This design comes from an exercise in tuning for a short achievable clock period on the open sky130 flow, not from production work. RTL that was checked went through simulation tests only; none was proved equivalent to the original. The RTL of run 1 was laid out without a check of its function. No activity file was given, so power comes from the tool's default toggle rates.

**design/flow/config.mk**
```make
export PLATFORM = sky130hd
export DESIGN_NAME = stack_cpu
export DESIGN_NICKNAME = stack_cpu
export VERILOG_FILES = /design/flow/design.v
export SDC_FILE = /design/flow/constraint.sdc
export NUM_CORES = 4
export LEC_CHECK = 0
export ABC_CLOCK_PERIOD_IN_PS = 2000
export CAP_MARGIN = 20
export CORE_MARGIN = 2
export CORE_UTILIZATION = 40
export PLACE_DENSITY = 0.6
export SLEW_MARGIN = 20
export SYNTH_HIERARCHICAL = 1
export SYNTH_MINIMUM_KEEP_SIZE = 0
export TNS_END_PERCENT = 10
```
**design/flow/constraint.sdc**
```tcl
create_clock -name core_clock -period 12.5 [get_ports {clk}]
set_input_delay 2.5000 -clock core_clock [delete_from_list [all_inputs] [get_ports {clk}]]
set_output_delay 2.5000 -clock core_clock [all_outputs]
set_load 0.01 [all_outputs]
```
**design/flow/design.v**
```verilog
package cpu_cfg_pkg;
  localparam int data_w = 16;
  localparam int dstk_depth = 16;                 
  localparam int dstk_aw    = $clog2(dstk_depth);
  localparam int dstk_cw    = $clog2(dstk_depth + 3);
  localparam int cstk_depth = 16;
  localparam int cstk_aw    = $clog2(cstk_depth);
  localparam int cstk_cw    = cstk_aw + 1;
  localparam logic [data_w-1:0] reset_ip = '0;
endpackage
package cpu_isa_pkg;
  localparam int insn_w = 16;
  localparam logic [insn_w-1:0] insn_isr_load = 16'h7811;
  localparam logic [insn_w-1:0] imm_mask_lit  = 16'h7fff;   
  localparam logic [insn_w-1:0] imm_mask_br   = 16'h0ffe;   
  localparam logic [insn_w-1:0] imm_mask_word = 16'h03fe;   
  localparam logic [insn_w-1:0] imm_mask_byte = 16'h03ff;
  typedef enum logic [1:0] {
    src_stk0 = 2'h0,
    src_fp   = 2'h1,
    src_ip   = 2'h2,
    src_cstk = 2'h3
  } src_a_t;
  typedef enum logic [1:0] {
    src_imm  = 2'h0,
    src_stk1 = 2'h1,
    src_isr  = 2'h2
  } src_b_t;
  typedef enum logic [5:0] {
    alu_add   = 6'd0,
    alu_sub   = 6'd1,
    alu_and   = 6'd2,
    alu_or    = 6'd3,
    alu_xor   = 6'd4,
    alu_shl   = 6'd5,
    alu_shr   = 6'd6,
    alu_eq    = 6'd7,
    alu_lt    = 6'd8,
    alu_not   = 6'd9,
    alu_a     = 6'd10,
    alu_b     = 6'd11,
    alu_addz  = 6'd12,
    alu_addnz = 6'd13
  } alu_sel_t;
endpackage
`timescale 1ns/100ps
module g_inv   (input logic a, output logic y);                   assign y = ~a;                     endmodule
module g_nand2 (input logic a, b, output logic y);                assign y = ~(a & b);               endmodule
module g_nor2  (input logic a, b, output logic y);                assign y = ~(a | b);               endmodule
module g_xor2  (input logic a, b, output logic y);                assign y = a ^ b;                  endmodule
module g_xnor2 (input logic a, b, output logic y);                assign y = ~(a ^ b);               endmodule
module g_aoi21 (input logic a1, a2, b, output logic y);           assign y = ~((a1 & a2) | b);       endmodule
module g_oai21 (input logic a1, a2, b, output logic y);           assign y = ~((a1 | a2) & b);       endmodule
module g_aoi22 (input logic a1, a2, b1, b2, output logic y);      assign y = ~((a1 & a2) | (b1 & b2)); endmodule
module g_aoi221 (input logic a1, a2, b1, b2, c, output logic y);  assign y = ~((a1 & a2) | (b1 & b2) | c); endmodule
module g_nand3 (input logic a, b, c, output logic y);             assign y = ~(a & b & c);           endmodule
module g_nand4 (input logic a, b, c, d, output logic y);          assign y = ~(a & b & c & d);       endmodule
module g_mux2i (input logic s, a0, a1, output logic y);           assign y = ~(s ? a1 : a0);         endmodule
module g_nor3  (input logic a, b, c, output logic y);             assign y = ~(a | b | c);           endmodule
`timescale 1ns/100ps
module add_ks10
(
  input  logic [9:0] a,
  input  logic [9:0] x,
  output logic [9:0] s,
  output logic        con
);
  logic g0_0, t0_0, g0_1, t0_1, g0_2, t0_2, g0_3, t0_3, g0_4, t0_4, g0_5, t0_5, g0_6, t0_6, g0_7, t0_7, g0_8, t0_8, g0_9, t0_9, g1_1, g1_2, t1_2, g1_3, t1_3, g1_4, t1_4, g1_5, t1_5, g1_6, t1_6, g1_7, t1_7, g1_8, t1_8, g1_9, t1_9, g0_0_i, g2_2, g2_3, g2_4, t2_4, g2_5, t2_5, g2_6, t2_6, g2_7, t2_7, g2_8, t2_8, g2_9, t2_9, g3_4, g1_1_i, g3_5, g3_6, g3_7, g3_8, t3_8, g3_9, t3_9, g4_8, g4_9, p_0, p_1, p_2, p_3, p_4, p_5, p_6, p_7, p_8, p_9;
  g_nand2 u_g0_0 (.a(a[0]), .b(x[0]), .y(g0_0));
  g_nor2  u_t0_0 (.a(a[0]), .b(x[0]), .y(t0_0));
  g_nand2 u_g0_1 (.a(a[1]), .b(x[1]), .y(g0_1));
  g_nor2  u_t0_1 (.a(a[1]), .b(x[1]), .y(t0_1));
  g_nand2 u_g0_2 (.a(a[2]), .b(x[2]), .y(g0_2));
  g_nor2  u_t0_2 (.a(a[2]), .b(x[2]), .y(t0_2));
  g_nand2 u_g0_3 (.a(a[3]), .b(x[3]), .y(g0_3));
  g_nor2  u_t0_3 (.a(a[3]), .b(x[3]), .y(t0_3));
  g_nand2 u_g0_4 (.a(a[4]), .b(x[4]), .y(g0_4));
  g_nor2  u_t0_4 (.a(a[4]), .b(x[4]), .y(t0_4));
  g_nand2 u_g0_5 (.a(a[5]), .b(x[5]), .y(g0_5));
  g_nor2  u_t0_5 (.a(a[5]), .b(x[5]), .y(t0_5));
  g_nand2 u_g0_6 (.a(a[6]), .b(x[6]), .y(g0_6));
  g_nor2  u_t0_6 (.a(a[6]), .b(x[6]), .y(t0_6));
  g_nand2 u_g0_7 (.a(a[7]), .b(x[7]), .y(g0_7));
  g_nor2  u_t0_7 (.a(a[7]), .b(x[7]), .y(t0_7));
  g_nand2 u_g0_8 (.a(a[8]), .b(x[8]), .y(g0_8));
  g_nor2  u_t0_8 (.a(a[8]), .b(x[8]), .y(t0_8));
  g_nand2 u_g0_9 (.a(a[9]), .b(x[9]), .y(g0_9));
  g_nor2  u_t0_9 (.a(a[9]), .b(x[9]), .y(t0_9));
  g_oai21 u_g1_1 (.a1(t0_1), .a2(g0_0), .b(g0_1), .y(g1_1));
  g_oai21 u_g1_2 (.a1(t0_2), .a2(g0_1), .b(g0_2), .y(g1_2));
  g_nor2  u_t1_2 (.a(t0_2), .b(t0_1), .y(t1_2));
  g_oai21 u_g1_3 (.a1(t0_3), .a2(g0_2), .b(g0_3), .y(g1_3));
  g_nor2  u_t1_3 (.a(t0_3), .b(t0_2), .y(t1_3));
  g_oai21 u_g1_4 (.a1(t0_4), .a2(g0_3), .b(g0_4), .y(g1_4));
  g_nor2  u_t1_4 (.a(t0_4), .b(t0_3), .y(t1_4));
  g_oai21 u_g1_5 (.a1(t0_5), .a2(g0_4), .b(g0_5), .y(g1_5));
  g_nor2  u_t1_5 (.a(t0_5), .b(t0_4), .y(t1_5));
  g_oai21 u_g1_6 (.a1(t0_6), .a2(g0_5), .b(g0_6), .y(g1_6));
  g_nor2  u_t1_6 (.a(t0_6), .b(t0_5), .y(t1_6));
  g_oai21 u_g1_7 (.a1(t0_7), .a2(g0_6), .b(g0_7), .y(g1_7));
  g_nor2  u_t1_7 (.a(t0_7), .b(t0_6), .y(t1_7));
  g_oai21 u_g1_8 (.a1(t0_8), .a2(g0_7), .b(g0_8), .y(g1_8));
  g_nor2  u_t1_8 (.a(t0_8), .b(t0_7), .y(t1_8));
  g_oai21 u_g1_9 (.a1(t0_9), .a2(g0_8), .b(g0_9), .y(g1_9));
  g_nor2  u_t1_9 (.a(t0_9), .b(t0_8), .y(t1_9));
  g_inv   u_g0_0_i (.a(g0_0), .y(g0_0_i));
  g_aoi21 u_g2_2 (.a1(t1_2), .a2(g0_0_i), .b(g1_2), .y(g2_2));
  g_aoi21 u_g2_3 (.a1(t1_3), .a2(g1_1), .b(g1_3), .y(g2_3));
  g_aoi21 u_g2_4 (.a1(t1_4), .a2(g1_2), .b(g1_4), .y(g2_4));
  g_nand2 u_t2_4 (.a(t1_4), .b(t1_2), .y(t2_4));
  g_aoi21 u_g2_5 (.a1(t1_5), .a2(g1_3), .b(g1_5), .y(g2_5));
  g_nand2 u_t2_5 (.a(t1_5), .b(t1_3), .y(t2_5));
  g_aoi21 u_g2_6 (.a1(t1_6), .a2(g1_4), .b(g1_6), .y(g2_6));
  g_nand2 u_t2_6 (.a(t1_6), .b(t1_4), .y(t2_6));
  g_aoi21 u_g2_7 (.a1(t1_7), .a2(g1_5), .b(g1_7), .y(g2_7));
  g_nand2 u_t2_7 (.a(t1_7), .b(t1_5), .y(t2_7));
  g_aoi21 u_g2_8 (.a1(t1_8), .a2(g1_6), .b(g1_8), .y(g2_8));
  g_nand2 u_t2_8 (.a(t1_8), .b(t1_6), .y(t2_8));
  g_aoi21 u_g2_9 (.a1(t1_9), .a2(g1_7), .b(g1_9), .y(g2_9));
  g_nand2 u_t2_9 (.a(t1_9), .b(t1_7), .y(t2_9));
  g_oai21 u_g3_4 (.a1(t2_4), .a2(g0_0), .b(g2_4), .y(g3_4));
  g_inv   u_g1_1_i (.a(g1_1), .y(g1_1_i));
  g_oai21 u_g3_5 (.a1(t2_5), .a2(g1_1_i), .b(g2_5), .y(g3_5));
  g_oai21 u_g3_6 (.a1(t2_6), .a2(g2_2), .b(g2_6), .y(g3_6));
  g_oai21 u_g3_7 (.a1(t2_7), .a2(g2_3), .b(g2_7), .y(g3_7));
  g_oai21 u_g3_8 (.a1(t2_8), .a2(g2_4), .b(g2_8), .y(g3_8));
  g_nor2  u_t3_8 (.a(t2_8), .b(t2_4), .y(t3_8));
  g_oai21 u_g3_9 (.a1(t2_9), .a2(g2_5), .b(g2_9), .y(g3_9));
  g_nor2  u_t3_9 (.a(t2_9), .b(t2_5), .y(t3_9));
  g_aoi21 u_g4_8 (.a1(t3_8), .a2(g0_0_i), .b(g3_8), .y(g4_8));
  g_aoi21 u_g4_9 (.a1(t3_9), .a2(g1_1), .b(g3_9), .y(g4_9));
  g_xor2  u_p_0 (.a(a[0]), .b(x[0]), .y(p_0));
  assign s[0] = p_0;
  g_xor2  u_p_1 (.a(a[1]), .b(x[1]), .y(p_1));
  g_xnor2 u_s_1 (.a(p_1), .b(g0_0), .y(s[1]));
  g_xor2  u_p_2 (.a(a[2]), .b(x[2]), .y(p_2));
  g_xor2  u_s_2 (.a(p_2), .b(g1_1), .y(s[2]));
  g_xor2  u_p_3 (.a(a[3]), .b(x[3]), .y(p_3));
  g_xnor2 u_s_3 (.a(p_3), .b(g2_2), .y(s[3]));
  g_xor2  u_p_4 (.a(a[4]), .b(x[4]), .y(p_4));
  g_xnor2 u_s_4 (.a(p_4), .b(g2_3), .y(s[4]));
  g_xor2  u_p_5 (.a(a[5]), .b(x[5]), .y(p_5));
  g_xor2  u_s_5 (.a(p_5), .b(g3_4), .y(s[5]));
  g_xor2  u_p_6 (.a(a[6]), .b(x[6]), .y(p_6));
  g_xor2  u_s_6 (.a(p_6), .b(g3_5), .y(s[6]));
  g_xor2  u_p_7 (.a(a[7]), .b(x[7]), .y(p_7));
  g_xor2  u_s_7 (.a(p_7), .b(g3_6), .y(s[7]));
  g_xor2  u_p_8 (.a(a[8]), .b(x[8]), .y(p_8));
  g_xor2  u_s_8 (.a(p_8), .b(g3_7), .y(s[8]));
  g_xor2  u_p_9 (.a(a[9]), .b(x[9]), .y(p_9));
  g_xnor2 u_s_9 (.a(p_9), .b(g4_8), .y(s[9]));
  assign con = g4_9;
endmodule
module add_ks11
(
  input  logic [10:0] a,
  input  logic [10:0] x,
  output logic [10:0] s,
  output logic        con
);
  logic g0_0, t0_0, g0_1, t0_1, g0_2, t0_2, g0_3, t0_3, g0_4, t0_4, g0_5, t0_5, g0_6, t0_6, g0_7, t0_7, g0_8, t0_8, g0_9, t0_9, g0_10, t0_10, g1_1, g1_2, t1_2, g1_3, t1_3, g1_4, t1_4, g1_5, t1_5, g1_6, t1_6, g1_7, t1_7, g1_8, t1_8, g1_9, t1_9, g1_10, t1_10, g0_0_i, g2_2, g2_3, g2_4, t2_4, g2_5, t2_5, g2_6, t2_6, g2_7, t2_7, g2_8, t2_8, g2_9, t2_9, g2_10, t2_10, g3_4, g1_1_i, g3_5, g3_6, g3_7, g3_8, t3_8, g3_9, t3_9, g3_10, t3_10, g4_8, g4_9, g2_2_i, g4_10, p_0, p_1, p_2, p_3, p_4, p_5, p_6, p_7, p_8, p_9, p_10;
  g_nand2 u_g0_0 (.a(a[0]), .b(x[0]), .y(g0_0));
  g_nor2  u_t0_0 (.a(a[0]), .b(x[0]), .y(t0_0));
  g_nand2 u_g0_1 (.a(a[1]), .b(x[1]), .y(g0_1));
  g_nor2  u_t0_1 (.a(a[1]), .b(x[1]), .y(t0_1));
  g_nand2 u_g0_2 (.a(a[2]), .b(x[2]), .y(g0_2));
  g_nor2  u_t0_2 (.a(a[2]), .b(x[2]), .y(t0_2));
  g_nand2 u_g0_3 (.a(a[3]), .b(x[3]), .y(g0_3));
  g_nor2  u_t0_3 (.a(a[3]), .b(x[3]), .y(t0_3));
  g_nand2 u_g0_4 (.a(a[4]), .b(x[4]), .y(g0_4));
  g_nor2  u_t0_4 (.a(a[4]), .b(x[4]), .y(t0_4));
  g_nand2 u_g0_5 (.a(a[5]), .b(x[5]), .y(g0_5));
  g_nor2  u_t0_5 (.a(a[5]), .b(x[5]), .y(t0_5));
  g_nand2 u_g0_6 (.a(a[6]), .b(x[6]), .y(g0_6));
  g_nor2  u_t0_6 (.a(a[6]), .b(x[6]), .y(t0_6));
  g_nand2 u_g0_7 (.a(a[7]), .b(x[7]), .y(g0_7));
  g_nor2  u_t0_7 (.a(a[7]), .b(x[7]), .y(t0_7));
  g_nand2 u_g0_8 (.a(a[8]), .b(x[8]), .y(g0_8));
  g_nor2  u_t0_8 (.a(a[8]), .b(x[8]), .y(t0_8));
  g_nand2 u_g0_9 (.a(a[9]), .b(x[9]), .y(g0_9));
  g_nor2  u_t0_9 (.a(a[9]), .b(x[9]), .y(t0_9));
  g_nand2 u_g0_10 (.a(a[10]), .b(x[10]), .y(g0_10));
  g_nor2  u_t0_10 (.a(a[10]), .b(x[10]), .y(t0_10));
  g_oai21 u_g1_1 (.a1(t0_1), .a2(g0_0), .b(g0_1), .y(g1_1));
  g_oai21 u_g1_2 (.a1(t0_2), .a2(g0_1), .b(g0_2), .y(g1_2));
  g_nor2  u_t1_2 (.a(t0_2), .b(t0_1), .y(t1_2));
  g_oai21 u_g1_3 (.a1(t0_3), .a2(g0_2), .b(g0_3), .y(g1_3));
  g_nor2  u_t1_3 (.a(t0_3), .b(t0_2), .y(t1_3));
  g_oai21 u_g1_4 (.a1(t0_4), .a2(g0_3), .b(g0_4), .y(g1_4));
  g_nor2  u_t1_4 (.a(t0_4), .b(t0_3), .y(t1_4));
  g_oai21 u_g1_5 (.a1(t0_5), .a2(g0_4), .b(g0_5), .y(g1_5));
  g_nor2  u_t1_5 (.a(t0_5), .b(t0_4), .y(t1_5));
  g_oai21 u_g1_6 (.a1(t0_6), .a2(g0_5), .b(g0_6), .y(g1_6));
  g_nor2  u_t1_6 (.a(t0_6), .b(t0_5), .y(t1_6));
  g_oai21 u_g1_7 (.a1(t0_7), .a2(g0_6), .b(g0_7), .y(g1_7));
  g_nor2  u_t1_7 (.a(t0_7), .b(t0_6), .y(t1_7));
  g_oai21 u_g1_8 (.a1(t0_8), .a2(g0_7), .b(g0_8), .y(g1_8));
  g_nor2  u_t1_8 (.a(t0_8), .b(t0_7), .y(t1_8));
  g_oai21 u_g1_9 (.a1(t0_9), .a2(g0_8), .b(g0_9), .y(g1_9));
  g_nor2  u_t1_9 (.a(t0_9), .b(t0_8), .y(t1_9));
  g_oai21 u_g1_10 (.a1(t0_10), .a2(g0_9), .b(g0_10), .y(g1_10));
  g_nor2  u_t1_10 (.a(t0_10), .b(t0_9), .y(t1_10));
  g_inv   u_g0_0_i (.a(g0_0), .y(g0_0_i));
  g_aoi21 u_g2_2 (.a1(t1_2), .a2(g0_0_i), .b(g1_2), .y(g2_2));
  g_aoi21 u_g2_3 (.a1(t1_3), .a2(g1_1), .b(g1_3), .y(g2_3));
  g_aoi21 u_g2_4 (.a1(t1_4), .a2(g1_2), .b(g1_4), .y(g2_4));
  g_nand2 u_t2_4 (.a(t1_4), .b(t1_2), .y(t2_4));
  g_aoi21 u_g2_5 (.a1(t1_5), .a2(g1_3), .b(g1_5), .y(g2_5));
  g_nand2 u_t2_5 (.a(t1_5), .b(t1_3), .y(t2_5));
  g_aoi21 u_g2_6 (.a1(t1_6), .a2(g1_4), .b(g1_6), .y(g2_6));
  g_nand2 u_t2_6 (.a(t1_6), .b(t1_4), .y(t2_6));
  g_aoi21 u_g2_7 (.a1(t1_7), .a2(g1_5), .b(g1_7), .y(g2_7));
  g_nand2 u_t2_7 (.a(t1_7), .b(t1_5), .y(t2_7));
  g_aoi21 u_g2_8 (.a1(t1_8), .a2(g1_6), .b(g1_8), .y(g2_8));
  g_nand2 u_t2_8 (.a(t1_8), .b(t1_6), .y(t2_8));
  g_aoi21 u_g2_9 (.a1(t1_9), .a2(g1_7), .b(g1_9), .y(g2_9));
  g_nand2 u_t2_9 (.a(t1_9), .b(t1_7), .y(t2_9));
  g_aoi21 u_g2_10 (.a1(t1_10), .a2(g1_8), .b(g1_10), .y(g2_10));
  g_nand2 u_t2_10 (.a(t1_10), .b(t1_8), .y(t2_10));
  g_oai21 u_g3_4 (.a1(t2_4), .a2(g0_0), .b(g2_4), .y(g3_4));
  g_inv   u_g1_1_i (.a(g1_1), .y(g1_1_i));
  g_oai21 u_g3_5 (.a1(t2_5), .a2(g1_1_i), .b(g2_5), .y(g3_5));
  g_oai21 u_g3_6 (.a1(t2_6), .a2(g2_2), .b(g2_6), .y(g3_6));
  g_oai21 u_g3_7 (.a1(t2_7), .a2(g2_3), .b(g2_7), .y(g3_7));
  g_oai21 u_g3_8 (.a1(t2_8), .a2(g2_4), .b(g2_8), .y(g3_8));
  g_nor2  u_t3_8 (.a(t2_8), .b(t2_4), .y(t3_8));
  g_oai21 u_g3_9 (.a1(t2_9), .a2(g2_5), .b(g2_9), .y(g3_9));
  g_nor2  u_t3_9 (.a(t2_9), .b(t2_5), .y(t3_9));
  g_oai21 u_g3_10 (.a1(t2_10), .a2(g2_6), .b(g2_10), .y(g3_10));
  g_nor2  u_t3_10 (.a(t2_10), .b(t2_6), .y(t3_10));
  g_aoi21 u_g4_8 (.a1(t3_8), .a2(g0_0_i), .b(g3_8), .y(g4_8));
  g_aoi21 u_g4_9 (.a1(t3_9), .a2(g1_1), .b(g3_9), .y(g4_9));
  g_inv   u_g2_2_i (.a(g2_2), .y(g2_2_i));
  g_aoi21 u_g4_10 (.a1(t3_10), .a2(g2_2_i), .b(g3_10), .y(g4_10));
  g_xor2  u_p_0 (.a(a[0]), .b(x[0]), .y(p_0));
  assign s[0] = p_0;
  g_xor2  u_p_1 (.a(a[1]), .b(x[1]), .y(p_1));
  g_xnor2 u_s_1 (.a(p_1), .b(g0_0), .y(s[1]));
  g_xor2  u_p_2 (.a(a[2]), .b(x[2]), .y(p_2));
  g_xor2  u_s_2 (.a(p_2), .b(g1_1), .y(s[2]));
  g_xor2  u_p_3 (.a(a[3]), .b(x[3]), .y(p_3));
  g_xnor2 u_s_3 (.a(p_3), .b(g2_2), .y(s[3]));
  g_xor2  u_p_4 (.a(a[4]), .b(x[4]), .y(p_4));
  g_xnor2 u_s_4 (.a(p_4), .b(g2_3), .y(s[4]));
  g_xor2  u_p_5 (.a(a[5]), .b(x[5]), .y(p_5));
  g_xor2  u_s_5 (.a(p_5), .b(g3_4), .y(s[5]));
  g_xor2  u_p_6 (.a(a[6]), .b(x[6]), .y(p_6));
  g_xor2  u_s_6 (.a(p_6), .b(g3_5), .y(s[6]));
  g_xor2  u_p_7 (.a(a[7]), .b(x[7]), .y(p_7));
  g_xor2  u_s_7 (.a(p_7), .b(g3_6), .y(s[7]));
  g_xor2  u_p_8 (.a(a[8]), .b(x[8]), .y(p_8));
  g_xor2  u_s_8 (.a(p_8), .b(g3_7), .y(s[8]));
  g_xor2  u_p_9 (.a(a[9]), .b(x[9]), .y(p_9));
  g_xnor2 u_s_9 (.a(p_9), .b(g4_8), .y(s[9]));
  g_xor2  u_p_10 (.a(a[10]), .b(x[10]), .y(p_10));
  g_xnor2 u_s_10 (.a(p_10), .b(g4_9), .y(s[10]));
  assign con = g4_10;
endmodule
module res_mux
(
  input  logic [8:0]       sel,     
  input  logic [8:0][9:0]  lo,
  input  logic [8:0]       con,     
  input  logic [7:0][5:0]  ha,      
  input  logic [7:0][5:0]  hb,      
  input  logic [4:0]       bha,     
  input  logic [4:0]       bhb,
  input  logic             blo10,   
  input  logic [15:0]      op7,
  input  logic [15:0]      imm,
  output logic [15:0]      y
);
  for (genvar k = 0; k < 10; k++)
  begin : g_lo
    logic n0, n1, n2, n3;
    g_aoi221 u_0 (.a1(sel[0]), .a2(lo[0][k]), .b1(sel[1]), .b2(lo[1][k]), .c(op7[k]), .y(n0));
    g_aoi221 u_1 (.a1(sel[2]), .a2(lo[2][k]), .b1(sel[3]), .b2(lo[3][k]), .c(imm[k]), .y(n1));
    g_aoi22  u_2 (.a1(sel[4]), .a2(lo[4][k]), .b1(sel[5]), .b2(lo[5][k]), .y(n2));
    g_aoi22  u_3 (.a1(sel[7]), .a2(lo[7][k]), .b1(sel[8]), .b2(lo[8][k]), .y(n3));
    g_nand4  u_y (.a(n0), .b(n1), .c(n2), .d(n3), .y(y[k]));
  end
  for (genvar k = 10; k < 16; k++)
  begin : g_hi
    logic [8:0] tn;
    logic p1, p2, p3, x1n, x2n;
    for (genvar j = 0; j < 8; j++)
    begin : g_t
      g_mux2i u_t (.s(con[j]), .a0(ha[j][k-10]), .a1(hb[j][k-10]), .y(tn[j]));
    end
    if (k == 10)
    begin : g_b10
      g_nand2 u_t8 (.a(sel[8]), .b(blo10), .y(tn[8]));
    end
    else
    begin : g_bhi
      g_mux2i u_t8 (.s(con[8]), .a0(bha[k-11]), .a1(bhb[k-11]), .y(tn[8]));
    end
    g_nand3 u_p1 (.a(tn[0]), .b(tn[1]), .c(tn[2]), .y(p1));
    g_nand3 u_p2 (.a(tn[3]), .b(tn[4]), .c(tn[5]), .y(p2));
    g_nand3 u_p3 (.a(tn[6]), .b(tn[7]), .c(tn[8]), .y(p3));
    g_nor2  u_x1 (.a(p1), .b(p2), .y(x1n));
    g_nor3  u_x2 (.a(p3), .b(op7[k]), .c(imm[k]), .y(x2n));
    g_nand2 u_y  (.a(x1n), .b(x2n), .y(y[k]));
  end
endmodule
module hc_gate #(parameter int W = 6)
(
  input  logic         sel,
  input  logic [W-1:0] hc0,
  input  logic [W-1:0] hc1,
  output logic [W-1:0] ha,
  output logic [W-1:0] hb
);
  assign ha = {W{sel}} & hc1;
  assign hb = {W{sel}} & hc0;
endmodule
module op7_sel
(
  input  logic [15:0] insn,
  output logic [3:0]  d0,
  output logic [3:0]  e,
  output logic        es_isr,
  output logic        es_c,
  output logic        es_fp,
  output logic        es_t
);
  logic alu, sys;
  assign alu = insn[15:11] == 5'b01110 && insn[5:4] == 2'b00;
  assign sys = insn[15:11] == 5'b01111;
  for (genvar i = 0; i < 4; i++)
  begin : g_d
    assign d0[i] = insn[1:0] == i;
    assign e[i]  = alu && insn[3:2] == i;
  end
  assign es_isr = sys && insn[4] && !insn[0];
  assign es_c   = sys && !insn[4] && !insn[0] && insn[3:2] == 2'b00;
  assign es_fp  = sys && insn[3:0] == 4'b0011;
  assign es_t   = sys && !(insn[4] && !insn[0]) && !(insn[3:2] == 2'b00 && !insn[0]) &&
                  insn[3:0] != 4'b0011;
endmodule
module op7_pick
(
  input  logic [15:0] insn,
  input  logic [15:0] tn_sum,
  input  logic [15:0] tn_dif,
  input  logic [15:0] tn_and,
  input  logic [15:0] tn_or,
  input  logic [15:0] tn_xor,
  input  logic [15:0] tn_shl,
  input  logic [15:0] tn_shr,
  input  logic        tn_eq,
  input  logic        tn_lt,
  input  logic [15:0] t,
  input  logic [15:0] n,
  input  logic [15:0] t_addz,
  input  logic [15:0] t_addnz,
  input  logic [15:0] isr,
  input  logic [15:0] c,
  input  logic [15:0] fp,
  output logic [15:0] y
);
  logic [3:0] d0, e;
  logic       es_isr, es_c, es_fp, es_t;
  logic [15:0] t_n;
  op7_sel u_sel (.insn(insn), .d0(d0), .e(e), .es_isr(es_isr), .es_c(es_c),
                 .es_fp(es_fp), .es_t(es_t));
  for (genvar k = 0; k < 16; k++)
  begin : g_bit
    logic a0, b0, a1, b1, a2, b2, a3, m0, m1, m2, m3, n0, n1, n2, n3, tn;
    g_inv   u_tn (.a(t[k]), .y(tn));
    g_aoi22 u_a0 (.a1(d0[0]), .a2(tn_sum[k]), .b1(d0[1]), .b2(tn_dif[k]), .y(a0));
    g_aoi22 u_b0 (.a1(d0[2]), .a2(tn_and[k]), .b1(d0[3]), .b2(tn_or[k]),  .y(b0));
    g_nand2 u_m0 (.a(a0), .b(b0), .y(m0));
    g_aoi22 u_a1 (.a1(d0[0]), .a2(tn_xor[k]), .b1(d0[1]), .b2(tn_shl[k]), .y(a1));
    if (k == 0)
    begin : g_eq
      g_aoi22 u_b1 (.a1(d0[2]), .a2(tn_shr[k]), .b1(d0[3]), .b2(tn_eq), .y(b1));
    end
    else
    begin : g_neq
      g_nand2 u_b1 (.a(d0[2]), .b(tn_shr[k]), .y(b1));
    end
    g_nand2 u_m1 (.a(a1), .b(b1), .y(m1));
    if (k == 0)
    begin : g_lt
      g_aoi22 u_a2 (.a1(d0[0]), .a2(tn_lt), .b1(d0[1]), .b2(tn), .y(a2));
    end
    else
    begin : g_nlt
      g_nand2 u_a2 (.a(d0[1]), .b(tn), .y(a2));
    end
    g_aoi22 u_b2 (.a1(d0[2]), .a2(t[k]), .b1(d0[3]), .b2(n[k]), .y(b2));
    g_nand2 u_m2 (.a(a2), .b(b2), .y(m2));
    g_aoi22 u_a3 (.a1(d0[0]), .a2(t_addz[k]), .b1(d0[1]), .b2(t_addnz[k]), .y(a3));
    g_inv   u_m3 (.a(a3), .y(m3));
    g_aoi22 u_n0 (.a1(e[0]), .a2(m0), .b1(e[1]), .b2(m1), .y(n0));
    g_aoi22 u_n1 (.a1(e[2]), .a2(m2), .b1(e[3]), .b2(m3), .y(n1));
    g_aoi22 u_n2 (.a1(es_isr), .a2(isr[k]), .b1(es_c), .b2(c[k]), .y(n2));
    g_aoi22 u_n3 (.a1(es_fp), .a2(fp[k]), .b1(es_t), .b2(t[k]), .y(n3));
    g_nand4 u_y  (.a(n0), .b(n1), .c(n2), .d(n3), .y(y[k]));
  end
endmodule
module imm_pick
(
  input  logic [15:0] insn,
  input  logic        s_ip2,
  input  logic [15:0] ip2,
  output logic [15:0] y
);
  always_comb
  begin
    y = {16{s_ip2}} & ip2;
    if (insn[15])
      y = {1'b0, insn[14:0]};
    else if (insn[11:10] == 2'b00)
      case (insn[14:12])
        3'b010, 3'b011, 3'b101: y = {{6{insn[9]}}, insn[9:0]};
        3'b100:                 y = {{7{insn[9]}}, insn[9:1]};
        3'b110:                 y = {6'd0, insn[9:0]};
        default:                ;
      endcase
  end
endmodule
module alu_pre
(
  input  logic [15:0] t,
  input  logic [15:0] n,
  output logic [15:0] tn_sum,
  output logic [15:0] tn_dif,
  output logic [15:0] tn_and,
  output logic [15:0] tn_or,
  output logic [15:0] tn_xor,
  output logic [15:0] tn_shl,
  output logic [15:0] tn_shr,
  output logic        tn_eq,
  output logic        tn_lt,
  output logic [15:0] t_addz,
  output logic [15:0] t_addnz,
  output logic        t_zero,
  output logic [5:0]  t_hp
);
  logic [15:0] t_step;
  assign tn_sum  = t + n;
  assign tn_dif  = t - n;
  assign tn_and  = t & n;
  assign tn_or   = t | n;
  assign tn_xor  = t ^ n;
  assign tn_shl  = t << n[3:0];
  assign tn_shr  = t >> n[3:0];
  assign tn_eq   = t == n;
  assign tn_lt   = $signed(t) < $signed(n);
  assign t_step  = t + 16'd2;
  assign t_zero  = t == 16'd0;
  assign t_addz  = t_zero ? tn_sum : t_step;
  assign t_addnz = !t_zero ? tn_sum : t_step;
  assign t_hp    = t[15:10] + 6'd1;
endmodule
module hi_pre
(
  input  logic [15:0] fp,
  input  logic [15:0] ip,
  input  logic [15:0] c,
  output logic [5:0]  fp_hm,
  output logic [5:0]  fp_hp,
  output logic [5:0]  ip_hm,
  output logic [5:0]  ip_hp,
  output logic [5:0]  c_hm,
  output logic [5:0]  c_hp,
  output logic [4:0]  br_hm,
  output logic [4:0]  br_hp,
  output logic [15:0] ip2
);
  assign fp_hm = fp[15:10] - 6'd1;
  assign fp_hp = fp[15:10] + 6'd1;
  assign ip_hm = ip[15:10] - 6'd1;
  assign ip_hp = ip[15:10] + 6'd1;
  assign c_hm  = c[15:10] - 6'd1;
  assign c_hp  = c[15:10] + 6'd1;
  assign br_hm = ip[15:11] - 5'd1;
  assign br_hp = ip[15:11] + 5'd1;
  assign ip2   = ip + 16'd2;
endmodule
module hc_sel #(parameter int W = 6)
(
  input  logic         s,
  input  logic [W-1:0] h,
  input  logic [W-1:0] hm,
  input  logic [W-1:0] hp,
  output logic [W-1:0] hc0,
  output logic [W-1:0] hc1
);
  assign hc1 = s ? h  : hp;
  assign hc0 = s ? hm : h;
endmodule
module res_sel
(
  input  logic [15:0] insn,
  input  logic        t_zero,
  output logic [8:0]  sel,
  output logic        s_ip2
);
  logic is_b, is_w, is_6, cond;
  assign is_b  = insn[15:13] == 3'b001 || insn[15:12] == 4'b0101;
  assign is_w  = insn[15:12] == 4'b0100;
  assign is_6  = insn[15:12] == 4'b0110;
  assign cond  = insn[0] ^ t_zero;    
  assign sel[0] = is_b && insn[11:10] == 2'd1;
  assign sel[1] = is_b && insn[11:10] == 2'd2;
  assign sel[2] = is_b && insn[11:10] == 2'd3;
  assign sel[3] = is_w && insn[11:10] == 2'd1;
  assign sel[4] = is_w && insn[11:10] == 2'd2;
  assign sel[5] = is_w && insn[11:10] == 2'd3;
  assign sel[6] = is_6 && insn[11:10] == 2'd1;
  assign sel[7] = is_6 && insn[11];
  assign sel[8] = insn[15:12] == 4'b0000 || (insn[15:12] == 4'b0001 && cond);
  assign s_ip2  = insn[15:12] == 4'b0001 && !cond;
endmodule
`timescale 1ns/100ps
module stack_cpu
(
  input  logic        clk,
  input  logic        rst_n,
  output logic [15:0] imem_addr,
  input  logic [15:0] insn,
  output logic [15:0] dmem_addr,
  output logic [15:0] dmem_wdata,
  output logic        dmem_we,
  output logic        dmem_re,
  output logic        dmem_byte,
  input  logic [15:0] dmem_rdata
);
  logic [15:0] ip, fp, isr;
  logic [15:0] top0, top1;           
  logic [15:0] dmem_stk [16];        
  logic [4:0]  depth;                
  logic [15:0] cmem [16];            
  logic [4:0]  cptr;                 
  logic [15:0] ctop;                 
  logic [15:0] ip2;
  logic [3:0] op;
  logic [1:0] asel;
  logic is_lit, is_j, is_jc, is_b, is_w, is_6, is_alu, is_sys;
  assign op     = insn[15:12];
  assign asel   = insn[11:10];
  assign is_lit = insn[15];
  assign is_j   = op == 4'b0000;
  assign is_jc  = op == 4'b0001;
  assign is_b   = insn[15:13] == 3'b001 || op == 4'b0101;   
  assign is_w   = op == 4'b0100;                             
  assign is_6   = op == 4'b0110;                             
  assign is_alu = op == 4'b0111 && !insn[11];
  assign is_sys = op == 4'b0111 && insn[11];
  logic [15:0] tn_sum, tn_dif, tn_and, tn_or, tn_xor, tn_shl, tn_shr, t_addz, t_addnz;
  logic        t_zero, tn_eq, tn_lt;
  logic [5:0]  t_hp;
  alu_pre u_alu_pre (.t(top0), .n(top1), .tn_sum(tn_sum), .tn_dif(tn_dif), .tn_and(tn_and),
                     .tn_or(tn_or), .tn_xor(tn_xor), .tn_shl(tn_shl), .tn_shr(tn_shr),
                     .tn_eq(tn_eq), .tn_lt(tn_lt), .t_addz(t_addz), .t_addnz(t_addnz),
                     .t_zero(t_zero), .t_hp(t_hp));
  logic [9:0] xb, xw;
  logic       sgn;
  assign xb  = insn[9:0];               
  assign xw  = {insn[9], insn[9:1]};    
  assign sgn = insn[9];
  logic [5:0] fp_hm, fp_hp, ip_hm, ip_hp, c_hm, c_hp;
  logic [4:0] br_hm, br_hp;
  hi_pre u_hi_pre (.fp(fp), .ip(ip), .c(ctop), .fp_hm(fp_hm), .fp_hp(fp_hp), .ip_hm(ip_hm),
                   .ip_hp(ip_hp), .c_hm(c_hm), .c_hp(c_hp), .br_hm(br_hm), .br_hp(br_hp),
                   .ip2(ip2));
  logic [8:0][9:0] lo;
  logic [8:0]      con;
  logic [7:0][5:0] hc0, hc1;
  logic [4:0]      bhc0, bhc1;
  logic            blo10;
  logic [10:0]     br_lo;
  add_ks10 u_fp_b (.a(fp[9:0]),   .x(xb), .s(lo[0]), .con(con[0]));
  add_ks10 u_ip_b (.a(ip[9:0]),   .x(xb), .s(lo[1]), .con(con[1]));
  add_ks10 u_c_b  (.a(ctop[9:0]), .x(xb), .s(lo[2]), .con(con[2]));
  add_ks10 u_fp_w (.a(fp[9:0]),   .x(xw), .s(lo[3]), .con(con[3]));
  add_ks10 u_ip_w (.a(ip[9:0]),   .x(xw), .s(lo[4]), .con(con[4]));
  add_ks10 u_c_w  (.a(ctop[9:0]), .x(xw), .s(lo[5]), .con(con[5]));
  add_ks10 u_t_b  (.a(top0[9:0]), .x(xb), .s(lo[7]), .con(con[7]));
  add_ks11 u_br   (.a(ip[10:0]),  .x(insn[11:1]), .s(br_lo), .con(con[8]));
  assign lo[6] = lo[0];
  assign con[6] = con[0];
  assign lo[8] = br_lo[9:0];
  assign blo10 = br_lo[10];
  hc_sel #(.W(6)) u_hc_fp (.s(sgn), .h(fp[15:10]),   .hm(fp_hm), .hp(fp_hp), .hc0(hc0[0]), .hc1(hc1[0]));
  hc_sel #(.W(6)) u_hc_ip (.s(sgn), .h(ip[15:10]),   .hm(ip_hm), .hp(ip_hp), .hc0(hc0[1]), .hc1(hc1[1]));
  hc_sel #(.W(6)) u_hc_c  (.s(sgn), .h(ctop[15:10]), .hm(c_hm),  .hp(c_hp),  .hc0(hc0[2]), .hc1(hc1[2]));
  assign hc1[3] = hc1[0];
  assign hc0[3] = hc0[0];
  assign hc1[4] = hc1[1];
  assign hc0[4] = hc0[1];
  assign hc1[5] = hc1[2];
  assign hc0[5] = hc0[2];
  assign hc1[6] = fp_hp;
  assign hc0[6] = fp[15:10];
  assign hc1[7] = t_hp;
  assign hc0[7] = top0[15:10];
  hc_sel #(.W(5)) u_hc_br (.s(insn[11]), .h(ip[15:11]), .hm(br_hm), .hp(br_hp), .hc0(bhc0), .hc1(bhc1));
  logic s_br, s_ip2, s_6i, s_6f, s_sisr, s_sc, s_sfp;
  logic [8:0] sel;
  res_sel u_rsel (.insn(insn), .t_zero(t_zero), .sel(sel), .s_ip2(s_ip2));
  assign s_br = sel[8];
  assign s_6i   = is_6 && asel == 2'd0;
  assign s_6f   = is_6 && asel == 2'd1;
  assign s_sisr = is_sys && insn[4] && !insn[0];
  assign s_sc   = is_sys && !insn[4] && !insn[0] && insn[3:2] == 2'b00;
  assign s_sfp  = is_sys && insn[3:0] == 4'b0011;
  logic [15:0] v_op7, v_imm, alu_res;
  logic [8:0]  rsel;
  logic [7:0][5:0] ha, hb;
  logic [4:0]  bha, bhb;
  op7_pick u_op7 (.insn(insn), .tn_sum(tn_sum), .tn_dif(tn_dif),
                  .tn_and(tn_and), .tn_or(tn_or), .tn_xor(tn_xor),
                  .tn_shl(tn_shl), .tn_shr(tn_shr), .tn_eq(tn_eq), .tn_lt(tn_lt),
                  .t(top0), .n(top1), .t_addz(t_addz),
                  .t_addnz(t_addnz), .isr(isr), .c(ctop), .fp(fp),
                  .y(v_op7));
  imm_pick u_imm (.insn(insn), .s_ip2(s_ip2), .ip2(ip2), .y(v_imm));
  assign rsel = {sel[8:1], sel[0] || sel[6]};
  for (genvar j = 0; j < 8; j++)
  begin : g_hg
    hc_gate #(.W(6)) u_hg (.sel(sel[j]), .hc0(hc0[j]), .hc1(hc1[j]), .ha(ha[j]), .hb(hb[j]));
  end
  hc_gate #(.W(5)) u_hg_br (.sel(sel[8]), .hc0(bhc0), .hc1(bhc1), .ha(bha), .hb(bhb));
  res_mux u_res (.sel(rsel), .lo(lo), .con(con), .ha(ha), .hb(hb), .bha(bha), .bhb(bhb),
                 .blo10(blo10), .op7(v_op7), .imm(v_imm), .y(alu_res));
  logic push, pop, load_stk, wr1, rd, wr, byt, cpush, cpop;
  assign push     = is_lit || op == 4'b0010 || (is_w && !insn[0]) || op == 4'b0101 ||
                    (op == 4'b0111 && insn[7]);
  assign pop      = is_jc || op == 4'b0011 || (is_w && insn[0]) || (is_alu && insn[6]) ||
                    (is_sys && insn[2]) || (is_sys && insn[4] && insn[0]);
  assign load_stk = push || is_alu || (is_sys && insn[3] && !insn[1]);
  assign wr1      = op == 4'b0111 && insn[3] && !(insn[11] && insn[4]);
  assign rd       = op == 4'b0010 || (is_w && !insn[0]) || s_6i ||
                    (is_sys && insn[3:2] == 2'b10);
  assign wr       = op == 4'b0011 || (is_w && insn[0]) || (is_sys && insn[3:2] == 2'b11);
  assign byt      = insn[15:13] == 3'b001 || (op == 4'b0111 && insn[0]);
  assign cpush    = (is_j && insn[0]) || s_6i || s_sisr || s_sfp;
  assign cpop     = s_sc;
  assign imem_addr  = ip;
  assign dmem_addr  = alu_res;
  assign dmem_wdata = (op == 4'b0111 && !(insn[11] && insn[4])) ? top1 : top0;
  assign dmem_we    = rst_n && wr;
  assign dmem_re    = rst_n && rd;
  assign dmem_byte  = byt && (rd || wr);
  logic [15:0] rd_data, din, ip_nx, fp_nx, cdin;
  assign rd_data = byt ? {8'h00, dmem_rdata[7:0]} : dmem_rdata;
  assign din     = rd ? rd_data : alu_res;
  assign cdin    = s_sfp ? fp : ip2;
  always_comb
  begin
    if (s_br)
      ip_nx = alu_res;
    else if (s_6i)
      ip_nx = {6'd0, xb};
    else if (is_sys && insn[3:0] == 4'b0000)
      ip_nx = insn[4] ? isr : ctop;
    else
      ip_nx = ip2;
    if (s_6f)
      fp_nx = alu_res;
    else if (is_sys && insn[3:0] == 4'b0010)
      fp_nx = insn[4] ? isr : ctop;
    else
      fp_nx = fp;
  end
  always_ff @(posedge clk)
  begin
    if (!rst_n)
    begin
      ip  <= 16'd0;
      fp  <= 16'd0;
      isr <= 16'd0;
    end
    else
    begin
      ip <= ip_nx;
      fp <= fp_nx;
      if (insn == 16'h7811)
        isr <= top0;
    end
  end
  logic [3:0] sp;
  assign sp = depth[3:0] - 4'd2;
  always_ff @(posedge clk)
  begin
    if (push && !pop && depth >= 5'd2)
      dmem_stk[sp] <= top1;
    if (push && !pop)
      top1 <= top0;
    else if (pop && !push)
    begin
      top0 <= top1;
      top1 <= dmem_stk[sp - 4'd1];
    end
    if (load_stk)
    begin
      if (wr1)
        top1 <= din;
      else
        top0 <= din;
    end
  end
  always_ff @(posedge clk)
  begin
    if (!rst_n)
      depth <= 5'd0;
    else if (push && !pop)
      depth <= depth + 5'd1;
    else if (pop && !push)
      depth <= depth - 5'd1;
  end
  always_ff @(posedge clk)
  begin
    if (cpush)
      cmem[cptr[3:0]] <= cdin;
  end
  always_ff @(posedge clk)
  begin
    if (cpush && !cpop)
      ctop <= cdin;
    else if (cpop && !cpush)
      ctop <= cmem[cptr[3:0] - 4'd2];
  end
  always_ff @(posedge clk)
  begin
    if (!rst_n)
      cptr <= 5'd0;
    else if (cpush && !cpop)
      cptr <= cptr + 5'd1;
    else if (cpop && !cpush)
      cptr <= cptr - 5'd1;
  end
endmodule
```
**design/flow/flow/run.sh**
```bash
#!/bin/bash
set -euo pipefail
export SETUP_SLACK_MARGIN=7.5
export BUFFER_PORTS_ARGS="-buffer_cell sky130_fd_sc_hd__buf_6"
bash standard.sh > standard.log 2>&1
```
**design/flow/standard.sh**
```bash
#!/bin/bash
# synth_recipe.tcl (not shown) runs the flow's synth.tcl, then flattens the netlist and writes it again
# the make line also repeats each setting of config.mk as NAME=value (left out here)
make -C /OpenROAD-flow-scripts/flow DESIGN_CONFIG=/design/flow/config.mk WORK_HOME=/design/flow/orfs CLKGATE_MAP_FILE= SYNTH_SCRIPT=/design/flow/synth_recipe.tcl "${@:-finish}"
```
==> impl_results.md, run 1 <==
* DRC viols at 0
* Initial core utilization at 40.3%
* Worst ir drop on vdd at 0.000117 V
* CP required at 10.00 ns
* Ranking of synthesized cells by instance count: edfxtp_1, nand2_1, nor2_1, a22oi_2, inv_1
* Root buf cell: clkbuf_16
* Synthesized Nets at 3759
* Count leader, synth: edfxtp_1
* EDFF count, synth at 528
* Syn Area/Cell at 11.1 um^2
* Endpoints failing setup at 0
* Post-DR vias/cell at 6.11
* Mapped Cells at 3637
* Top post-synthesis cells by area: edfxtp_1, mux4_2, a22oi_2, nand2_1, dfxtp_1
* Final-report max-slew violation count at 0
* Hold path depth at 2
* Hold Path Class: flop to flop
* Final Hold Viols at 0
* CTS max path bufs at 3
* Ports at 85
* Total track usage at 26.4%
* Least-Margin Pin Slew at 1.11 ns
* CP Capture Type: output port
* Worst r2r src: top0[11]$_DFF_P_
* FF+latch count, synth at 617
* Share of cells above drive strength 1 at 33.1%
* FF-to-FF setup slack at 7.90 ns
* Detailed Place HPWL at 91100 um
* Via count at 31800
* Hold path startpoint: isr[15]$_SDFFE_PN0N_
* Critical setup path kind: primary input to output port
* Syn Std Cell Area at 40400 um^2
* Yosys cell types at 98
* Total wire length at 142000 um
* CTS tree: done
* WL/cell at 27.3 um
* Remaining Overflow, GRT at 0
* RSZ-0062 raised after global routing: true
* Fin Clk Skew at 0.0465 ns
* H-tree depth at 3
* Seq/Total Area, Yosys at 43.6%
* First-pass GRT wire length at 203000 um
* Die area at 104000 um^2
* R2r worst-path depth at 19
* Max_cap viols at 0
* Die H at 322 um
* Power per cell area at 150 nW/um^2
* Post-synth top area share at 39.2%
* Worst setup margin at 5.47 ns
* Warnings, synthesis at 8
* Largest net degree at the start of global routing at 65
* Status: timing/DRC/antenna clean
* Initial antenna violation count at 7
* Most used flip-flop cell after synthesis: edfxtp_1
* Crit-path max FO at 8
* Fillers at 8922
* Fin crit share at 56.3%
* Setup TNS Final at 0 ns
* Width of the die at 322 um
* Ys async rst share at 0%
* Number of global-route vias before repair at 29800
* Area occupied by multi-input gates at 22700 um^2
* Capturing point of the worst reg2reg path: top0[4]$_DFF_P_
* Leakage at 17.7 nW
* GP Congestion at 0.981
* CP Launch Type: primary input
* Port bufs at 84
* DRT Pass-1 Iters at 6
* FF+latch area at 17700 um^2
* Achievable Freq at 142 MHz
* Post-synth top area cell: edfxtp_1
* Num CTS Buffers at 68
* Nets at 3976
* WHS Endpoint: isr[15]$_SDFFE_PN0N_
* Area grow syn2layout at 20.5%
* Starting DRT DRC Count at 3722
* # rows at 116
* CP arrival at 4.53 ns
* Core Area at 100000 um^2
* Clk latency of the worst-skew pair at 0.67 ns
* DP Worst Slack at 4.85 ns
* Clock Sinks at 617
* Post-DRT Antenna Nets at 0
* Hold slack final at 0.493 ns
* Rel. slew slack at 25.1%
* Reg clk slew, reported paths at 0.07 ns
* Post-layout min period at 7.03 ns
==> how the worst max path moves through the flow <==
stage	from	endpoint	slack, ns	cells after the start
3_5_place_dp	insn[15]	dmem_addr[2]	4.85	9
6_report	insn[15]	dmem_addr[6]	5.47	11
2_1_floorplan	insn[0]	dmem_addr[8]	5.68	7
5_1_grt	insn[15]	dmem_addr[6]	5.48	11
4_1_cts	insn[0]	dmem_addr[6]	5.48	9
3_3_place_gp	insn[15]	dmem_addr[1]	4.88	9
==> Yosys stat by module (local to each module, per instance), a selection <==
| module | cell area, um^2 | flops+latches | copies in the design | cells inside |
|---|---|---|---|---|
| g_oai21 | 5.00 | 0 | 122 | 1 |
| g_mux2i | 10.0 | 0 | 53 | 1 |
| op7_sel | 135 | 0 | 1 | 22 |
| g_nand2 | 3.75 | 0 | 215 | 1 |
| stack_cpu | 25800 | 617 | 1 | 1599 |
| g_aoi22 | 12.5 | 0 | 166 | 1 |
| add_ks10 | 7.51 | 0 | 7 | 1 |
| g_nand4 | 6.26 | 0 | 26 | 1 |
| g_nand3 | 5.00 | 0 | 18 | 1 |
| g_nor3 | 10.0 | 0 | 6 | 1 |
| g_nor2 | 3.75 | 0 | 161 | 1 |
==> layout make-up <==
cell class	instances	share of cell area, %
multi-input combinational	2680	46.6
sequential	617	36.3
timing repair buffer	319	7.93
clock buffer	82	3.69
tap	1298	3.34
inverter	167	1.32
clock inverter	39	0.843
timing repair inverter	1	0.0103
antenna	2	0.0103
==> what timing repair did <==
action,4_1_cts,5_1_grt
hold buffers,0,0
endpoints found under the hold margin,0,0
endpoints found under the setup margin,202,343
setup buffers,87,29
gates cloned,18,11
pin swaps,55,59
resized for setup,258,148
==> registers in the layout, summed over array words and instances, names as in the netlist, 16 cells and up <==
register and count:
cmem 256, top1 16, ip 16, ctop 16, isr 16, fp 16
top0 16, dmem_stk 256
==> report_power, final <==
| group | internal (mW) | switching, mW |
|---|---|---|
| clock | 1.14 | 0.868 |
| combinational | 1.04 | 1.76 |
| sequential | 2.42 | 0.0980 |
==> critical path, cell delays in order <==
cell      delay, ns
buf_16         0.11
nand4b_1       0.23
buf_4          0.18
or2_4          0.27
nor4b_4        0.31
buf_6          0.22
a22oi_2        0.09
nand4_1        0.19
a221oi_2       0.05
nand4_1        0.24
buf_6          0.14
==> metal layers <==
| metal | share of wire (%) | track usage [%] |
|---|---|---|
| met1 | 40 | 36.0 |
| met2 | 45 | 40.6 |
| met3 | 9.7 | 5.18 |
| met4 | 5.1 | 11.9 |
| met5 | 0.074 | 0 |
==> cells in the final DEF, fill, tap and decap left out, drive strengths merged, types with 30 or more instances in the layout <==
| cell type | netlist | routed |
|---|---|---|
| a22oi | 171 | 171 |
| and2 | 112 | 113 |
| nand2 | 495 | 495 |
| xor2 | 152 | 152 |
| ha | 84 | 84 |
| mux4 | 141 | 141 |
| inv | 165 | 166 |
| a211oi | 30 | 30 |
| buf | 89 | 303 |
| clkbuf | 89 | 93 |
| nand3 | 49 | 49 |
| nor3 | 39 | 41 |
| mux2i | 158 | 158 |
| dfxtp | 89 | 89 |
| edfxtp | 528 | 528 |
| xnor2 | 102 | 102 |
| a21oi | 177 | 177 |
| o21ai | 207 | 207 |
| nor2 | 328 | 329 |
| nand4 | 70 | 70 |
| mux2 | 96 | 96 |
==> stage by stage <==
step           area (um^2)  total power, mW  util, %  std cells
3_3_place_gp         43000             5.04     42.9       4936
5_1_grt              48700             7.62     48.6       5203
3_5_place_dp         43000             5.05     42.9       4936
4_1_cts              47600             7.19     47.5       5162
2_1_floorplan        40600             4.24        -       3637
6_report             48700             7.33     48.6       5205
==> kinds of logic after synthesis <==
logic type	share of synthesized area, %
AO/OA/AOI/OAI	15.4
flip-flops	43.6
AND/OR/NAND/NOR	13.9
buffers and inverters	3.97
multiplexers	14.8
adder cells (fa/ha/maj)	2.80
XOR/XNOR	5.51
==> inputs of run 2 (changes only) <==
--- a/design/flow/design.v
+++ b/design/flow/design.v
@@ -314,10 +314,19 @@
   assign ha = {W{sel}} & hc1;
   assign hb = {W{sel}} & hc0;
 endmodule
+module dec2
+(
+  input  logic [1:0] s,
+  output logic [3:0] d
+);
+  for (genvar i = 0; i < 4; i++)
+  begin : g_d
+    assign d[i] = s == i;
+  end
+endmodule
 module op7_sel
 (
   input  logic [15:0] insn,
-  output logic [3:0]  d0,
   output logic [3:0]  e,
   output logic        es_isr,
   output logic        es_c,
@@ -329,8 +338,7 @@
   assign sys = insn[15:11] == 5'b01111;
   for (genvar i = 0; i < 4; i++)
   begin : g_d
-    assign d0[i] = insn[1:0] == i;
-    assign e[i]  = alu && insn[3:2] == i;
+    assign e[i] = alu && insn[3:2] == i;
   end
   assign es_isr = sys && insn[4] && !insn[0];
   assign es_c   = sys && !insn[4] && !insn[0] && insn[3:2] == 2'b00;
@@ -359,10 +367,13 @@
   input  logic [15:0] fp,
   output logic [15:0] y
 );
-  logic [3:0] d0, e;
+  logic [3:0] d0, d1, d2, d3, e;
   logic       es_isr, es_c, es_fp, es_t;
-  logic [15:0] t_n;
-  op7_sel u_sel (.insn(insn), .d0(d0), .e(e), .es_isr(es_isr), .es_c(es_c),
+  dec2 u_d0 (.s(insn[1:0]), .d(d0));
+  dec2 u_d1 (.s(insn[1:0]), .d(d1));
+  dec2 u_d2 (.s(insn[1:0]), .d(d2));
+  dec2 u_d3 (.s(insn[1:0]), .d(d3));
+  op7_sel u_sel (.insn(insn), .e(e), .es_isr(es_isr), .es_c(es_c),
                  .es_fp(es_fp), .es_t(es_t));
   for (genvar k = 0; k < 16; k++)
   begin : g_bit
@@ -371,27 +382,27 @@
     g_aoi22 u_a0 (.a1(d0[0]), .a2(tn_sum[k]), .b1(d0[1]), .b2(tn_dif[k]), .y(a0));
     g_aoi22 u_b0 (.a1(d0[2]), .a2(tn_and[k]), .b1(d0[3]), .b2(tn_or[k]),  .y(b0));
     g_nand2 u_m0 (.a(a0), .b(b0), .y(m0));
-    g_aoi22 u_a1 (.a1(d0[0]), .a2(tn_xor[k]), .b1(d0[1]), .b2(tn_shl[k]), .y(a1));
+    g_aoi22 u_a1 (.a1(d1[0]), .a2(tn_xor[k]), .b1(d1[1]), .b2(tn_shl[k]), .y(a1));
     if (k == 0)
     begin : g_eq
-      g_aoi22 u_b1 (.a1(d0[2]), .a2(tn_shr[k]), .b1(d0[3]), .b2(tn_eq), .y(b1));
+      g_aoi22 u_b1 (.a1(d1[2]), .a2(tn_shr[k]), .b1(d1[3]), .b2(tn_eq), .y(b1));
     end
     else
     begin : g_neq
-      g_nand2 u_b1 (.a(d0[2]), .b(tn_shr[k]), .y(b1));
+      g_nand2 u_b1 (.a(d1[2]), .b(tn_shr[k]), .y(b1));
     end
     g_nand2 u_m1 (.a(a1), .b(b1), .y(m1));
     if (k == 0)
     begin : g_lt
-      g_aoi22 u_a2 (.a1(d0[0]), .a2(tn_lt), .b1(d0[1]), .b2(tn), .y(a2));
+      g_aoi22 u_a2 (.a1(d2[0]), .a2(tn_lt), .b1(d2[1]), .b2(tn), .y(a2));
     end
     else
     begin : g_nlt
-      g_nand2 u_a2 (.a(d0[1]), .b(tn), .y(a2));
+      g_nand2 u_a2 (.a(d2[1]), .b(tn), .y(a2));
     end
-    g_aoi22 u_b2 (.a1(d0[2]), .a2(t[k]), .b1(d0[3]), .b2(n[k]), .y(b2));
+    g_aoi22 u_b2 (.a1(d2[2]), .a2(t[k]), .b1(d2[3]), .b2(n[k]), .y(b2));
     g_nand2 u_m2 (.a(a2), .b(b2), .y(m2));
-    g_aoi22 u_a3 (.a1(d0[0]), .a2(t_addz[k]), .b1(d0[1]), .b2(t_addnz[k]), .y(a3));
+    g_aoi22 u_a3 (.a1(d3[0]), .a2(t_addz[k]), .b1(d3[1]), .b2(t_addnz[k]), .y(a3));
     g_inv   u_m3 (.a(a3), .y(m3));
     g_aoi22 u_n0 (.a1(e[0]), .a2(m0), .b1(e[1]), .b2(m1), .y(n0));
     g_aoi22 u_n1 (.a1(e[2]), .a2(m2), .b1(e[3]), .b2(m3), .y(n1));
--- a/design/flow/config.mk
+++ b/design/flow/config.mk
@@ -8,8 +8,8 @@
 export ABC_CLOCK_PERIOD_IN_PS = 2000
 export CAP_MARGIN = 20
 export CORE_MARGIN = 2
-export CORE_UTILIZATION = 40
-export PLACE_DENSITY = 0.6
+export CORE_UTILIZATION = 55
+export PLACE_DENSITY = 0.7
 export SLEW_MARGIN = 20
 export SYNTH_HIERARCHICAL = 1
 export SYNTH_MINIMUM_KEEP_SIZE = 0
==> impl_results.md, run 2 <==
* Achievable Freq at 142 MHz
* Ports at 85
* Initial antenna violation count at 2
* Most common cell after layout, fill and taps aside: edfxtp_1
* Share of cells above drive strength 1 at 33.3%
* DRT Pass-1 Iters at 9
* Total wire length at 138000 um
* Warnings, synthesis at 8
* First-pass GRT wire length at 201000 um
* Initial core utilization at 55.5%
* CP Capture Type: output port
* Critical setup path kind: primary input to output port
* Total track usage at 36.0%
* Status: timing/DRC/antenna clean
* Max stage delay on crit path at 0.30 ns
* RSZ-0062 raised after global routing: true
* Largest net degree at the start of global routing at 60
* Final-report max-slew violation count at 0
* Area grow syn2layout at 18.9%
* Commonest cells after routing, fill and taps aside: edfxtp_1, nand2_1, nor2_1, a22oi_2, buf_4
* Crit-path max FO at 11
* Post-DR vias/cell at 6.68
* H-tree depth at 3
* Num CTS Buffers at 66
* Syn Std Cell Area at 40500 um^2
* Rel. slew slack at 27.6%
* Mapped Cells at 3647
* Hold slack final at 0.486 ns
* Die H at 275 um
* CTS tree: done
* Worst ir drop on vdd at 0.000152 V
* CP max stage cell: nand4_1
* Remaining Overflow, GRT at 0
* WL/cell at 28.4 um
* Hold buffer count at cts at 0
* Width of the die at 275 um
* Clk latency of the worst-skew pair at 0.61 ns
* Endpoints failing setup at 0
* CTS max path bufs at 3
* Final Hold Viols at 0
* Nets at 3989
* Synthesized Nets at 3769
* CP arrival at 4.54 ns
* GP Congestion at 1.03
* Number of global-route vias before repair at 30500
* Clock Sinks at 617
* Setup TNS Final at 0 ns
* Power per cell area at 149 nW/um^2
* Starting DRT DRC Count at 4732
* Die area at 75800 um^2
* Max_cap viols at 0
* # rows at 99
* Leakage at 17.7 nW
* Via count at 32600
* Root buf cell: clkbuf_16
* Least-Margin Pin Slew at 1.08 ns
* Hold Path Class: flop to flop
* DRC viols at 0
* Fin crit share at 56.3%
* Port bufs at 84
* Post-layout min period at 7.04 ns
* Reg clk slew, reported paths at 0.06 ns
* Crit path cell chain: buf_16, and2b_4, a22oi_2, nand2_1, a22oi_2, nand4_1, a221oi_2, nand4_1, buf_6
* CP Launch Type: primary input
* Post-DRT Antenna Nets at 0
* Core Area at 73000 um^2
* CP required at 10.00 ns
* Fin Clk Skew at 0.0412 ns
* Syn Area/Cell at 11.1 um^2
* Detailed Place HPWL at 87700 um
## run 2: per-stage QoR
step / worst slack, ns / cell area, um^2 / total power [mW] / instances / util, %
floorplan: 5.71 / 40800 / 4.25 / 3647 / -
global placement: 4.49 / 42700 / 5.02 / 4608 / 58.6
detailed placement: 4.60 / 42700 / 5.04 / 4609 / 58.6
CTS: 5.60 / 47300 / 7.01 / 4849 / 64.9
global route: 5.49 / 48100 / 7.44 / 4875 / 65.9
finish: 5.46 / 48100 / 7.18 / 4876 / 65.9
## run 2: area by class of cell
| class | count | area [um^2] |
|---|---|---|
| antenna | 1 | 2.50 |
| clock buffer | 81 | 1760 |
| clock inverter | 36 | 248 |
| fill | 5403 | 24800 |
| inverter | 164 | 632 |
| multi-input combinational | 2695 | 22700 |
| sequential | 617 | 17700 |
| tap | 959 | 1200 |
| timing repair buffer | 322 | 3930 |
| timing repair inverter | 1 | 5.00 |
## run 2: worst max-delay path, delay by kind of cell
family,cells,cell delay (ns)
AOI/OAI and AO/OA,3,0.67
buffers and inverters,2,0.38
and+or+nand+nor,4,0.96
## run 2: repair_timing
action                     4_1_cts  5_1_grt
setup endpoints to repair      240      365
cloned                          27        5
setup buffers                   96       21
hold endpoints to repair         0        0
resized for setup              266      104
pin swaps                       94       48
## run 2: report_power, final
group | switching [mW] | internal (mW) | total, mW
registers | 0.0856 | 2.42 | 2.50
logic | 1.79 | 1.04 | 2.83
clock network | 0.804 | 1.05 | 1.85
## run 2: worst paths after layout
kind / slack [ns] / endpoint / cells past startpoint / from
max reg2reg: 7.85 / top1[10]$_DFF_P_ / 20 / top0[0]$_DFF_P_
max: 5.46 / dmem_addr[9] / 9 / insn[0]
min reg2reg: 0.49 / isr[8]$_SDFFE_PN0N_ / 2 / isr[8]$_SDFFE_PN0N_
min: 0.49 / isr[8]$_SDFFE_PN0N_ / 2 / isr[8]$_SDFFE_PN0N_
## run 2: per-layer routing
metal  part of all wire [%]  track usage, %  wire (um)  vias to the layer above
li1                       -               -          -                    14000
met1                     39            49.5      54200                    15900
met2                     43            53.8      60000                     2190
met3                     12            8.56      16400                      482
met4                    5.7            17.3       7870                        0
met5                      0               0          0                        -
==> inputs of run 3 (changes only) <==
--- a/design/flow/config.mk
+++ b/design/flow/config.mk
@@ -8,8 +8,8 @@
 export ABC_CLOCK_PERIOD_IN_PS = 2000
 export CAP_MARGIN = 20
 export CORE_MARGIN = 2
-export CORE_UTILIZATION = 55
-export PLACE_DENSITY = 0.7
+export CORE_UTILIZATION = 40
+export PLACE_DENSITY = 0.6
 export SLEW_MARGIN = 20
 export SYNTH_HIERARCHICAL = 1
 export SYNTH_MINIMUM_KEEP_SIZE = 0
==> impl_results.md, run 3 <==
* Die area at 104000 um^2
* Leakage at 17.9 nW
* FF+latch area at 17700 um^2
* Area grow syn2layout at 21.6%
* Starting DRT DRC Count at 4195
* Detailed Place HPWL at 92700 um
* Max stage delay on crit path at 0.34 ns
* R2r worst-path depth at 20
* Commonest cells after routing, fill and taps aside: edfxtp_1, nand2_1, nor2_1, buf_4, a22oi_2
* H-tree depth at 3
* Hold Path Class: flop to flop
* Worst ir drop on vdd at 0.0000921 V
* Endpoints failing setup at 0
* Rel. slew slack at 29.5%
* Capturing point of the worst reg2reg path: top1[1]$_DFF_P_
* Switching pwr at 2.82 mW
* Mapped Cells at 3647
* Most common cell after layout, fill and taps aside: edfxtp_1
* Final Hold Viols at 0
* Status: timing/DRC/antenna clean
* Least-Margin Pin Slew at 1.06 ns
* CP max stage cell: a221oi_2
* Core Area at 100000 um^2
* CP Capture Type: output port
* Fin crit share at 55.6%
* Fillers at 8849
* Die H at 322 um
* Hold path depth at 2
* Critical setup path kind: primary input to output port
* Share of cells above drive strength 1 at 35.3%
* CP Launch Type: primary input
* Nets at 4006
* Ports at 85
* Achievable Freq at 144 MHz
* Int Pwr at 4.63 mW
* Post-DR vias/cell at 6.14
* RSZ-0062 raised after global routing: true
* Syn Std Cell Area at 40500 um^2
* Max_cap viols at 0
* Synthesized Nets at 3769
* Post-DRT Antenna Nets at 0
* Number of global-route vias before repair at 30200
* Power, Total at 7.45 mW
* Remaining Overflow, GRT at 0
* Crit path cell chain: buf_16, xor2_2, nor3_4, nor2b_4, buf_12, o311ai_1, o211ai_1, a221oi_2, nand4_1, buf_6
* Via count at 32200
* Clock Sinks at 617
* Switching Fraction at 37.9%
* CP required at 10.00 ns
* Hold path startpoint: isr[9]$_SDFFE_PN0N_
* Reg power frac at 33.9%
* Fin Clk Skew at 0.0596 ns
* Clk pwr share at 26.9%
* DRC viols at 0
* Total track usage at 27.0%
* Post-layout min period at 6.96 ns
* Width of the die at 322 um
* FF-to-FF setup slack at 8.00 ns
* Power per cell area at 151 nW/um^2
* CTS tree: done
* Initial antenna violation count at 1
* # rows at 116
* Setup TNS Final at 0 ns
* Combinational group share of total power at 39.2%
* Area occupied by multi-input gates at 23100 um^2
* Root buf cell: clkbuf_16
* GP Congestion at 0.979
* WL/cell at 27.8 um
* Num CTS Buffers at 68
* Largest net degree at the start of global routing at 60
* CP arrival at 4.46 ns
* Warnings, synthesis at 8
* Port bufs at 84
* Reg clk slew, reported paths at 0.06 ns
* Syn Area/Cell at 11.1 um^2
* Clk latency of the worst-skew pair at 0.67 ns
* DRT Pass-1 Iters at 7
* Total wire length at 145000 um
* CTS max path bufs at 3
* First-pass GRT wire length at 207000 um
* Initial core utilization at 40.4%
* WHS Endpoint: isr[9]$_SDFFE_PN0N_
* Crit-path max FO at 25
* Final-report max-slew violation count at 0
* Worst r2r src: top0[10]$_DFF_P_
## run 3: routing by layer
layer,vias up,routed length (um),GRT usage [%]
li1,14000,-,-
met5,-,16,0
met3,375,13700,4.85
met1,16000,59100,36.8
met2,1756,64400,41.8
met4,2,8210,12.5
## run 3: metrics by stage
stage               instance area [um^2]  hold slack [ns]  setup slack (ns)  utilization (%)  instances
floorplan                          40800            0.456              5.71                -       3647
global placement                   43200            0.471              4.94             43.1       4947
detailed placement                 43200            0.475              4.96             43.1       4948
CTS                                47900            0.480              5.65             47.8       5177
global route                       49200            0.513              5.50             49.2       5236
finish                             49200            0.498              5.54             49.2       5237
## run 3: power by group through the flow
| stage | Combinational, mW | Clock, mW | Sequential [mW] |
|---|---|---|---|
| floorplan | 1.66 | 0 | 2.59 |
| global placement | 2.53 | 0 | 2.55 |
| detailed placement | 2.54 | 0 | 2.55 |
| CTS | 2.74 | 2.04 | 2.51 |
| global route | 3.07 | 2.13 | 2.53 |
| finish | 2.92 | 2.01 | 2.52 |
## run 3: final cells by class
class                   instances  area share (%)
diodes                          1         0.00508
clock buffers                  77            3.53
clock inverters                47           0.971
inverters                     164            1.30
multi-input cells            2697            46.9
flip-flops and latches        617            35.9
well taps                    1298            3.30
repair buffers                336            8.16
## run 3: worst max-delay path by stage
stage	from	endpoint	slack, ns	depth (start not counted)
2_1_floorplan	insn[15]	dmem_addr[8]	5.71	7
3_3_place_gp	insn[15]	dmem_addr[9]	4.94	9
3_5_place_dp	insn[4]	dmem_addr[15]	4.96	11
4_1_cts	insn[13]	dmem_addr[9]	5.65	11
5_1_grt	top0[1]$_DFF_P_	dmem_addr[9]	5.50	16
6_report	insn[0]	dmem_addr[1]	5.54	10
## run 3: worst max-delay path, delay by kind of cell
| family | cells | cell delay, ns |
|---|---|---|
| compound gates | 3 | 0.64 |
| simple gates | 3 | 0.51 |
| xor+xnor | 1 | 0.25 |
| buf+inv | 3 | 0.52 |
## run 3: what timing repair did
item                                    CTS  global route
setup buffers                            84            49
hold buffers                              0             0
pin swaps                                53            75
gates resized for setup                 294           174
cloned                                   21            10
endpoints found under the setup margin  146           328

## re-timing with driven ports
The flow's constraints put no driver on any port. The routed layouts listed below were extracted and timed again, unchanged, in two steps. Step 1 assumes that a clkbuf_16 drives the clock port and a buf_2 every other input. Step 2 times the ports against the registers' clock, not the clock port: input delays grow and output delays shrink by t, the midpoint of the rising clock arrivals with the driver on. a / b / c = ideal ports / drivers / drivers and shift; a / b = the first two.
| run | t (ns) | slack for setup (ns) | worst setup path at the end | latest minus earliest clock arrival (ns) | cell pins on the clock port's net |
|---|---|---|---|---|---|
| run 1 | 0.715 | 5.466 / 5.328 / 5.328 | input to output | 0.051 / 0.050 | 1 |
| run 2 | 0.654 | 5.456 / 5.112 / 5.112 | input to output | 0.050 / 0.050 | 1 |
| run 3 | 0.708 | 5.545 / 5.296 / 5.296 | input to output | 0.074 / 0.074 | 1 |
After both steps every run listed still meets setup and hold. For run 2, which loses most, drivers alone change the setup slack by -0.344 ns; drivers and shift together by -0.344 ns.
